From an optimization exercise on the open Yosys and OpenROAD flow, aimed at small area, a short achievable clock period and few clock cycles per item; shortcuts taken in it are not production practice. Function was checked by simulation only, so behaviour that the tests miss may differ from the original.

## flow/design.v (module list and top-level ports; edited modules follow where they fit)
// module vm_sm: 3 lines
// module vm_smn: 3 lines
// module vm_fa: 4 lines
// module vm_ha: 4 lines
// module vm_or: 3 lines
// module vm_inv: 3 lines
// module vm_x: 3 lines
// module vm_xn: 3 lines
// module vm_nand: 3 lines
// module vm_nor: 3 lines
// module vm_sel: 3 lines
// module vm_sel0: 3 lines
// module vm_aoi: 3 lines
// module vm_oai: 3 lines
// module vedic_mult_pipe: 5066 lines
module vedic_mult_pipe #(
    parameter int WIDTH = 32
) (
    input  logic              clk,
    input  logic              rst_n,
    input  logic              in_valid,
    output logic              in_ready,
    input  logic [WIDTH-1:0]  in_a,
    input  logic [WIDTH-1:0]  in_b,
    input  logic              in_signed,
    output logic              out_valid,
    input  logic              out_ready,
    output logic [2*WIDTH-1:0] out_p,
    output logic              busy
);
  // ...
==> flow/flow/run.sh <==
#!/bin/bash
# The standard layout (standard.sh), with two changes to how it is made:
# ports are buffered with buf_1, and ORFS's repair_timing aims for setup slack
# above zero (it repairs against the 11 ns clock the SDC gives).
export BUFFER_PORTS_ARGS="-buffer_cell sky130_fd_sc_hd__buf_1"
export SETUP_SLACK_MARGIN=7.42
bash standard.sh > standard.log 2>&1
==> flow/standard.sh <==
#!/bin/bash
# synth_recipe.tcl (not shown) runs the flow's synth.tcl, then flattens the netlist and writes it again
# the make line also repeats each setting of config.mk as NAME=value (left out here)
make -C /OpenROAD-flow-scripts/flow DESIGN_CONFIG=/design/flow/config.mk WORK_HOME=/design/flow/orfs CLKGATE_MAP_FILE= SYNTH_SCRIPT=/design/flow/synth_recipe.tcl "${@:-finish}"
==> flow/config.mk <==
export PLATFORM = sky130hd
export DESIGN_NAME = vedic_mult_pipe
export DESIGN_NICKNAME = vedic_mult_pipe
export VERILOG_FILES = /design/flow/design.v
export SDC_FILE = /design/flow/constraint.sdc
export NUM_CORES = 4
export LEC_CHECK = 0
export CAP_MARGIN = 20
export CORE_MARGIN = 2
export CORE_UTILIZATION = 60
export CTS_BUF_LIST = sky130_fd_sc_hd__clkbuf_8
export PLACE_DENSITY = 0.75
export SLEW_MARGIN = 20
export SYNTH_HIERARCHICAL = 1
export TNS_END_PERCENT = 0
==> flow/constraint.sdc <==
create_clock -name core_clock -period 11.0 [get_ports {clk}]
set_input_delay 2.2000 -clock core_clock [delete_from_list [all_inputs] [get_ports {clk}]]
set_output_delay 2.2000 -clock core_clock [all_outputs]
set_load 0.01 [all_outputs]
==> flow_metrics.tcl, run 1 <==
set metrics [dict create \
    dr.max_layer_used "met5" \
    syn_area_per_cell_um2 11.8 \
    status "finished clean" \
    cts.repair.resized 36 \
    cts_tree "yes" \
    arrival_ns 4.00 \
    rsz0062_at_grt "yes" \
    synthAdderAreaFrac_pct 29.4 \
    seq_cell_count 384 \
    synth_edf_count 314 \
    grtUsageMet2_pct 60.0 \
    wl_met3_um 18600 \
    multi_input_cells 2414 \
    regToRegSetupSlack_ns 7.37 \
    n_tap_cell 748 \
    cp_cell_sequence "buf_12 -> o22ai_2 -> xor2_1 -> fa_1 -> fa_1 -> fa_1 -> ha_1 -> fa_1" \
    final_cell_mix "xor2_1 (610), o22ai_1 (524), fa_1 (466)" \
    place_inst 3831 \
    grt_start_max_net_pins 83 \
    setup_viol 0 \
    buffer_area_share_pct 4.35 \
    final_area_um2 37800 \
    cts_buffers 68 \
    worstHoldEndpoint "pk[34]$_DFF_P_" \
    clk_share_pct 3.49 \
    nNonClkBuffers 228 \
    post_cts_buffers 0 \
    inverters 63 \
    hpwl_um 72600 \
    cts_num_sinks 384 \
    area_dominant_class "multi-input gates" \
    drt_iter0_drc 4051 \
]
Testbench counts, summed over its fixed seeds: cycles 16,024, items 16,000.
==> run 2: changes to the inputs <==
==> flow/flow/run.sh (replaced) <==
#!/bin/bash
# The standard layout (standard.sh), with three changes to how it is made:
# ports are buffered with buf_1, ORFS's repair_timing aims for setup slack
# above zero (it repairs against the 11 ns clock the SDC gives), and its
# resizing may change a cell's footprint (the platform default restricts it).
export BUFFER_PORTS_ARGS="-buffer_cell sky130_fd_sc_hd__buf_1"
export SETUP_SLACK_MARGIN=7.7
bash standard.sh MATCH_CELL_FOOTPRINT=0 finish > standard.log 2>&1
==> flow_metrics.tcl, run 2 <==
set metrics [dict create \
    status "finished clean" \
    hpwl_um 72600 \
    fp.coreArea_um2 55300 \
    synth_compound_area_share_pct 14.6 \
    endpoint_kind "register" \
    first_global_vias 28900 \
    netlist_top_cells_count "xor2_1 (610), o22ai_1 (528), fa_1 (470), edfxtp_1 (314), nor2_1 (187)" \
    die_x_um 241 \
    n_fill_cell 3948 \
    viasPerCell 7.00 \
    dr.pass1.iters 9 \
    rsz0062_at_grt "yes" \
    synth_edf_count 314 \
    drt_iter0_drc 4267 \
    drv_cap 0 \
    synth_area_leaders "edfxtp_1 (28%), fa_1 (28%), xor2_1 (16%), o22ai_1 (9.8%), dfxtp_1 (3.8%)" \
    ys_dominant_reg_cell "edfxtp_1" \
    ioPinCount 136 \
    cp_cell_sequence "buf_6 -> clkbuf_16 -> o22ai_1 -> xor2_1 -> fa_1 -> fa_1 -> fa_1 -> fa_1" \
    fmax_mhz 278 \
    htree_levels 3 \
    hold_viol 0 \
    fin_crit_sh_pct 32.7 \
    postSynth.asyncResetShare_pct 1.56 \
    nets 3765 \
    final_cell_mix "xor2_1 (598), o22ai_1 (503), fa_1 (446)" \
    synthesis.area_um2 33700 \
    ant_nets 0 \
    path_delay_family "adder cells" \
    grt_use_met1_pct 51.8 \
    syn_area_per_cell_um2 11.8 \
    largest_reg_flops 168 \
    crit_path_top_delay_cell "fa_1" \
    top_usage_layer "met2" \
    stdcell_count 3993 \
    cts_num_sinks 384 \
    critPathMaxFanout 6 \
    synth_top_family_by_area "adder cells" \
    clk_path_buf_depth 3 \
    num_rows 86 \
    synthAdderAreaFrac_pct 29.4 \
    hold_class "register to register" \
    synth_most_common_cell "xor2_1" \
    setup_viol 0 \
    yosysWarnings 7 \
    drc 0 \
    portBuffers 135 \
    synth_xor_area_share_pct 18.1 \
    wl_per_cell_um 30.4 \
    synthToLayoutAreaGrowth_pct 15.4 \
    via_count 27900 \
    synth_cell_types 24 \
    layout_commonest_cell "xor2_1" \
    die_h_um 241 \
    place_inst 3831 \
    arrival_ns 3.97 \
    drv_slew 0 \
    synth_area_leader_cell "edfxtp_1" \
    largest_register "cs1" \
    setup.worst_path.class "register to register" \
    initial_core_util_pct 60.9 \
    path_clk_slew_ns 0.06 \
    multi_input_area_um2 23200 \
    ys_seq_elements 384 \
    synth-simple-area-share_pct 4.88 \
    reg_top3 "cs1 x168, pk x64, po x64" \
    r2r.worst_path.cells 8 \
    synth_top_area_share_pct 28.0 \
    cts_buffers 68 \
    grtUsageMet2_pct 60.1 \
    hold_buffers 0 \
    crit_start "a0n[26]$_DFFE_PN_" \
    synth.mux.area_fraction_pct 0.0668 \
    cts_root_buf "clkbuf_8" \
    worstSkewPairLatency_ns 0.68 \
    drive_gt1_share_pct 13.0 \
    finalSetupTns_ns 0 \
    grt_start_max_net_pins 83 \
    required_ns 11.37 \
    path_depth 8 \
    grt_pass1_wl_um 177000 \
    min_period_ns 3.59 \
    clock_skew_ns 0.0391 \
    start_kind "register" \
    path_buf_inv 2 \
    synth_cells 2852 \
    fp.dieArea_um2 58100 \
    cts_tree "yes" \
    worstHoldPathCells 2 \
    grtUsageTotal_pct 41.6 \
    fin_util_pct 70.3 \
    grt_overflow 0 \
    gp_congestion 0.977 \
    r2r_start "a0n[26]$_DFFE_PN_" \
    critPathMostFrequentCell "fa_1" \
    seqCellArea_um2 10900 \
    grt_antenna_before_repair 8 \
    use_met3_pct 20.1 \
    hold_path_startpoint "pk[34]$_DFF_P_" \
    critPathMaxStageDelay_ns 0.58 \
    tightest_slew_ns 0.922 \
    timing.slew.headroom_pct 38.4 \
    routed_wl_um 121000 \
    yosysSeqAreaShare_pct 32.2 \
]
-- run 2: cell types whose count changed in the layout (fill, tap and decap cells not counted), sizes merged --
cell    change
clkbuf      +9
buf        +17
-- run 2: final cells by class --
cell class              count  share of cell area (%)
flip-flops and latches    384                    27.9
well taps                 748                    2.41
repair buffers            254                    5.90
multi-input cells        2414                    59.7
clock inverters            51                   0.850
inverters                  63                   0.618
clock buffers              72                    2.55
diodes                      7                  0.0451
-- run 2: per-layer routing --
layer	vias to the layer above	part of all wire [%]	routed length (um)
met4	10	6.1	7450
met2	2657	42	51400
li1	11000	-	-
met5	-	0.12	150
met3	781	17	20100
met1	13500	35	42200
-- run 2: path summary, 6_finish.rpt --
path                            slack (ns)                  to
worst max-delay path                  7.41  cs1[141]$_DFFE_PN_
max in group asynchronous             9.36        vk$_DFF_PN0_
min in group asynchronous             1.39        vo$_DFF_PN0_
worst max register to register        7.41  cs1[141]$_DFFE_PN_
worst min-delay path                  0.45      pk[34]$_DFF_P_
worst min register to register        0.45      pk[34]$_DFF_P_
-- run 2: repair_timing --
action,in CTS,in global routing
pin swaps,4,45
gates cloned,4,6
endpoints found under the setup margin,295,318
setup buffers,13,9
endpoints found under the hold margin,0,0
resized for setup,185,185
-- run 2: tightest hold or removal path: cells and delay by family (launching register included) --
kind | cells | cell delay, ns
compound gates | 1 | 0.06
flops | 1 | 0.29
simple gates | 1 | 0.04
-- run 2: stage by stage --
step           cell area [um2]  hold slack (ns)  setup WS [ns]
3_3_place_gp             35800            0.434           7.25
2_1_floorplan            33700            0.426           5.50
5_1_grt                  38900            0.473           7.38
4_1_cts                  37900            0.453           7.50
3_5_place_dp             35800            0.444           7.26
6_report                 38900            0.447           7.41
-- run 2: cell families (layout without fill, tap and decap cells) --
kind of cell             Yosys count  count (layout)
buffers and inverters             63             440
AO/OA/AOI/OAI                    793             793
other                              1              17
XOR/XNOR                         695             695
flip-flops                       384             384
multiplexers                       2               2
AND/OR/NAND/NOR                  403             403
adder cells (fa/ha/maj)          511             511
-- run 2: per-module statistics from Yosys (local to each module, per instance) --
module | flops+latches | area, um2 | cells inside
vm_x | 0 | 8.76 | 1
vm_sel | 0 | 6.26 | 1
vm_nand | 0 | 3.75 | 1
vm_nor | 0 | 3.75 | 1
vm_sel0 | 0 | 3.75 | 1
vm_or | 0 | 6.26 | 1
vm_oai | 0 | 5.00 | 1
vm_ha | 0 | 12.5 | 1
vm_sm | 0 | 17.5 | 3
vm_aoi | 0 | 8.76 | 1
vm_xn | 0 | 8.76 | 1
vm_fa | 0 | 20.0 | 1
vedic_mult_pipe | 384 | 11500 | 493
vm_inv | 0 | 3.75 | 1
vm_smn | 0 | 17.5 | 3
==> run 3: changes to the inputs <==
--- a/flow/flow/run.sh
+++ b/flow/flow/run.sh
@@ -6,3 +6,3 @@
 export BUFFER_PORTS_ARGS="-buffer_cell sky130_fd_sc_hd__buf_1"
-export SETUP_SLACK_MARGIN=7.7
+export SETUP_SLACK_MARGIN=7.5
 bash standard.sh MATCH_CELL_FOOTPRINT=0 finish > standard.log 2>&1
==> flow_metrics.tcl, run 3 <==
set metrics [dict create \
    status "finished clean" \
    hpwl_um 72600 \
    layout_commonest_cell "xor2_1" \
    synthesis.area_um2 33700 \
    drive_gt1_share_pct 9.81 \
    gp_congestion 0.977 \
    fp.coreArea_um2 55300 \
    cts_num_sinks 384 \
    stdcell_count 3967 \
    fmax_mhz 275 \
    yosysWarnings 7 \
    grt_pass1_wl_um 174000 \
    cts_buffers 68 \
    syn_area_per_cell_um2 11.8 \
    synth_cells 2852 \
    drv_slew 0 \
    ant_nets 0 \
    synth_edf_count 314 \
    drt_iter0_drc 4051 \
    grtUsageTotal_pct 41.0 \
    fin_crit_sh_pct 33.0 \
    ys_seq_elements 384 \
    worstSkewPairLatency_ns 0.68 \
    n_fill_cell 4107 \
    netlist_top_cells_count "xor2_1 (610), o22ai_1 (528), fa_1 (470), edfxtp_1 (314), nor2_1 (187)" \
    clock_skew_ns 0.0431 \
    setup_viol 0 \
    critPathMaxFanout 17 \
    regToRegSetupSlack_ns 7.37 \
    rsz0062_at_grt "yes" \
    path_clk_slew_ns 0.06 \
    worst_hold_slack_ns 0.450 \
    fp.dieArea_um2 58100 \
    grt_antenna_before_repair 5 \
    hold_viol 0 \
    grt_overflow 0 \
    largest_register "cs1" \
    endpoint_kind "register" \
    placed_cell_area_um2 35800 \
    dr.pass1.iters 9 \
    synth_most_common_cell "xor2_1" \
    synth_top_area_share_pct 28.0 \
    drc 0 \
    tightest_slew_ns 0.942 \
    setup.worst_path.class "register to register" \
    portBuffers 135 \
    clk_path_buf_depth 3 \
    synth_area_leader_cell "edfxtp_1" \
    ys_dominant_reg_cell "edfxtp_1" \
    viasPerCell 6.93 \
    ioPinCount 136 \
    multi_input_area_um2 22800 \
    yosysSeqAreaShare_pct 32.2 \
    final_area_um2 37800 \
    place_inst 3831 \
    required_ns 11.37 \
    fin_util_pct 68.4 \
    start_kind "register" \
    routed_wl_um 118000 \
    largest_reg_flops 168 \
    cts_tree "yes" \
    cts_root_buf "clkbuf_8" \
    arrival_ns 4.00 \
    reg_top3 "cs1 x168, pk x64, po x64" \
    num_rows 86 \
    drv_cap 0 \
    seqCellArea_um2 10900 \
    finalSetupTns_ns 0 \
    hold_buffers 0 \
    wl_per_cell_um 29.7 \
    die_x_um 241 \
    nets 3739 \
    htree_levels 3 \
    synth_cell_types 24 \
    synthToLayoutAreaGrowth_pct 12.3 \
    die_h_um 241 \
    via_count 27500 \
    timing.slew.headroom_pct 37.2 \
    min_period_ns 3.63 \
    hold_class "register to register" \
    initial_core_util_pct 60.9 \
    final_cell_mix "xor2_1 (610), o22ai_1 (524), fa_1 (466)" \
    first_global_vias 28700 \
    postSynth.asyncResetShare_pct 1.56 \
    synth_area_leaders "edfxtp_1 (28%), fa_1 (28%), xor2_1 (16%), o22ai_1 (9.8%), dfxtp_1 (3.8%)" \
    grt_start_max_net_pins 83 \
]
run 3: path summary, 6_finish.rpt:
kind / cells after the start / from / endpoint
worst max register to register: 8 / a0n[26]$_DFFE_PN_ / cs1[68]$_DFFE_PN_
worst min-delay path: 2 / pk[34]$_DFF_P_ / pk[34]$_DFF_P_
worst max-delay path: 8 / a0n[26]$_DFFE_PN_ / cs1[68]$_DFFE_PN_
worst min register to register: 2 / pk[34]$_DFF_P_ / pk[34]$_DFF_P_
min in group asynchronous: 1 / rst_n / vo$_DFF_PN0_
max in group asynchronous: 1 / rst_n / vk$_DFF_PN0_
run 3: cell families (layout without fill, tap and decap cells):
family	count (synthesis)	after routing	share of synthesized area (%)
multiplexers	2	2	0.0668
AND/OR/NAND/NOR	403	403	4.88
flip-flops	384	384	32.2
XOR/XNOR	695	695	18.1
buffers and inverters	63	414	0.702
other	1	17	0.0111
AO/OA/AOI/OAI	793	793	14.6
adder cells (fa/ha/maj)	511	511	29.4
run 3: repair_timing:
item | CTS | global route
gates resized for setup | 36 | 145
setup buffers | 0 | 5
cloned | 0 | 1
endpoints found under the setup margin | 121 | 207
pin swaps | 0 | 12
run 3: per-layer routing:
| layer | up-vias | global-route usage [%] | wire length (um) |
|---|---|---|---|
| met5 | - | 0 | 257 |
| met3 | 746 | 19.0 | 18600 |
| met4 | 8 | 20.6 | 6880 |
| li1 | 10900 | - | - |
| met2 | 2480 | 60.0 | 50400 |
| met1 | 13300 | 51.4 | 41800 |
run 3: through the flow:
stage | setup WS (ns)
finish | 7.37
global route | 7.34
CTS | 7.35
detailed placement | 7.26
global placement | 7.25
floorplan | 5.50
run 3: per-module statistics from Yosys (local to each module, per instance), excerpt:
module	times used	flip-flops and latches	cell area, um2	cells inside
vm_sm	38	0	17.5	3
vm_x	585	0	8.76	1
vm_xn	32	0	8.76	1
vm_inv	29	0	3.75	1
vm_sel	528	0	6.26	1
vm_nor	124	0	3.75	1
vm_or	16	0	6.26	1
vm_ha	41	0	12.5	1
vm_fa	470	0	20.0	1
vm_nand	111	0	3.75	1
vm_oai	107	0	5.00	1
vm_smn	25	0	17.5	3
run 3: worst max-delay path, stage by stage, from the launching register on:
cell and delay (ns):
edfxtp_1 0.43, buf_12 0.20, o22ai_2 0.19, xor2_1 0.26, fa_1 0.52, fa_1 0.56
fa_1 0.43, ha_1 0.21, fa_1 0.51
run 3: cell type report:
type	count	share of cell area, %
multi-input cells	2414	60.3
clock buffers	72	2.62
well taps	748	2.47
repair buffers	228	4.35
flip-flops and latches	384	28.7
inverters	63	0.635
diodes	7	0.0463
clock inverters	51	0.873

-- afterwards: timing with drivers on the ports --
The flow's constraints put no driver on any port. The routed layouts listed below were extracted and timed again, unchanged, in two steps.
Step 1: set_driving_cell puts a clkbuf_16 on clk and a buf_2 on each other input, an assumption about the parent block.
Step 2 adds t to the input delays and takes it off the output delays; t is the mean of the earliest and latest rising clock arrival at the registers after step 1. Input paths then give back, and output paths get back, about the clock's delay inside the block.
Three values: ideal ports, drivers, drivers and shift; two values: the first two.
run | shift t [ns] | setup slack, ns | hold slack, ns | worst slew at a driven data input, ns | cell pins on the clock port's net
run 1 | 0.726 | 7.370 / 7.370 / 7.370 | 0.450 / 0.450 / 0.450 | 0.05 | 1
run 2 | 0.724 | 7.405 / 7.405 / 7.405 | 0.447 / 0.447 / 0.447 | 0.05 | 1
run 3 | 0.726 | 7.370 / 7.370 / 7.370 | 0.450 / 0.450 / 0.450 | 0.05 | 1
After both steps every run listed still meets setup and hold.
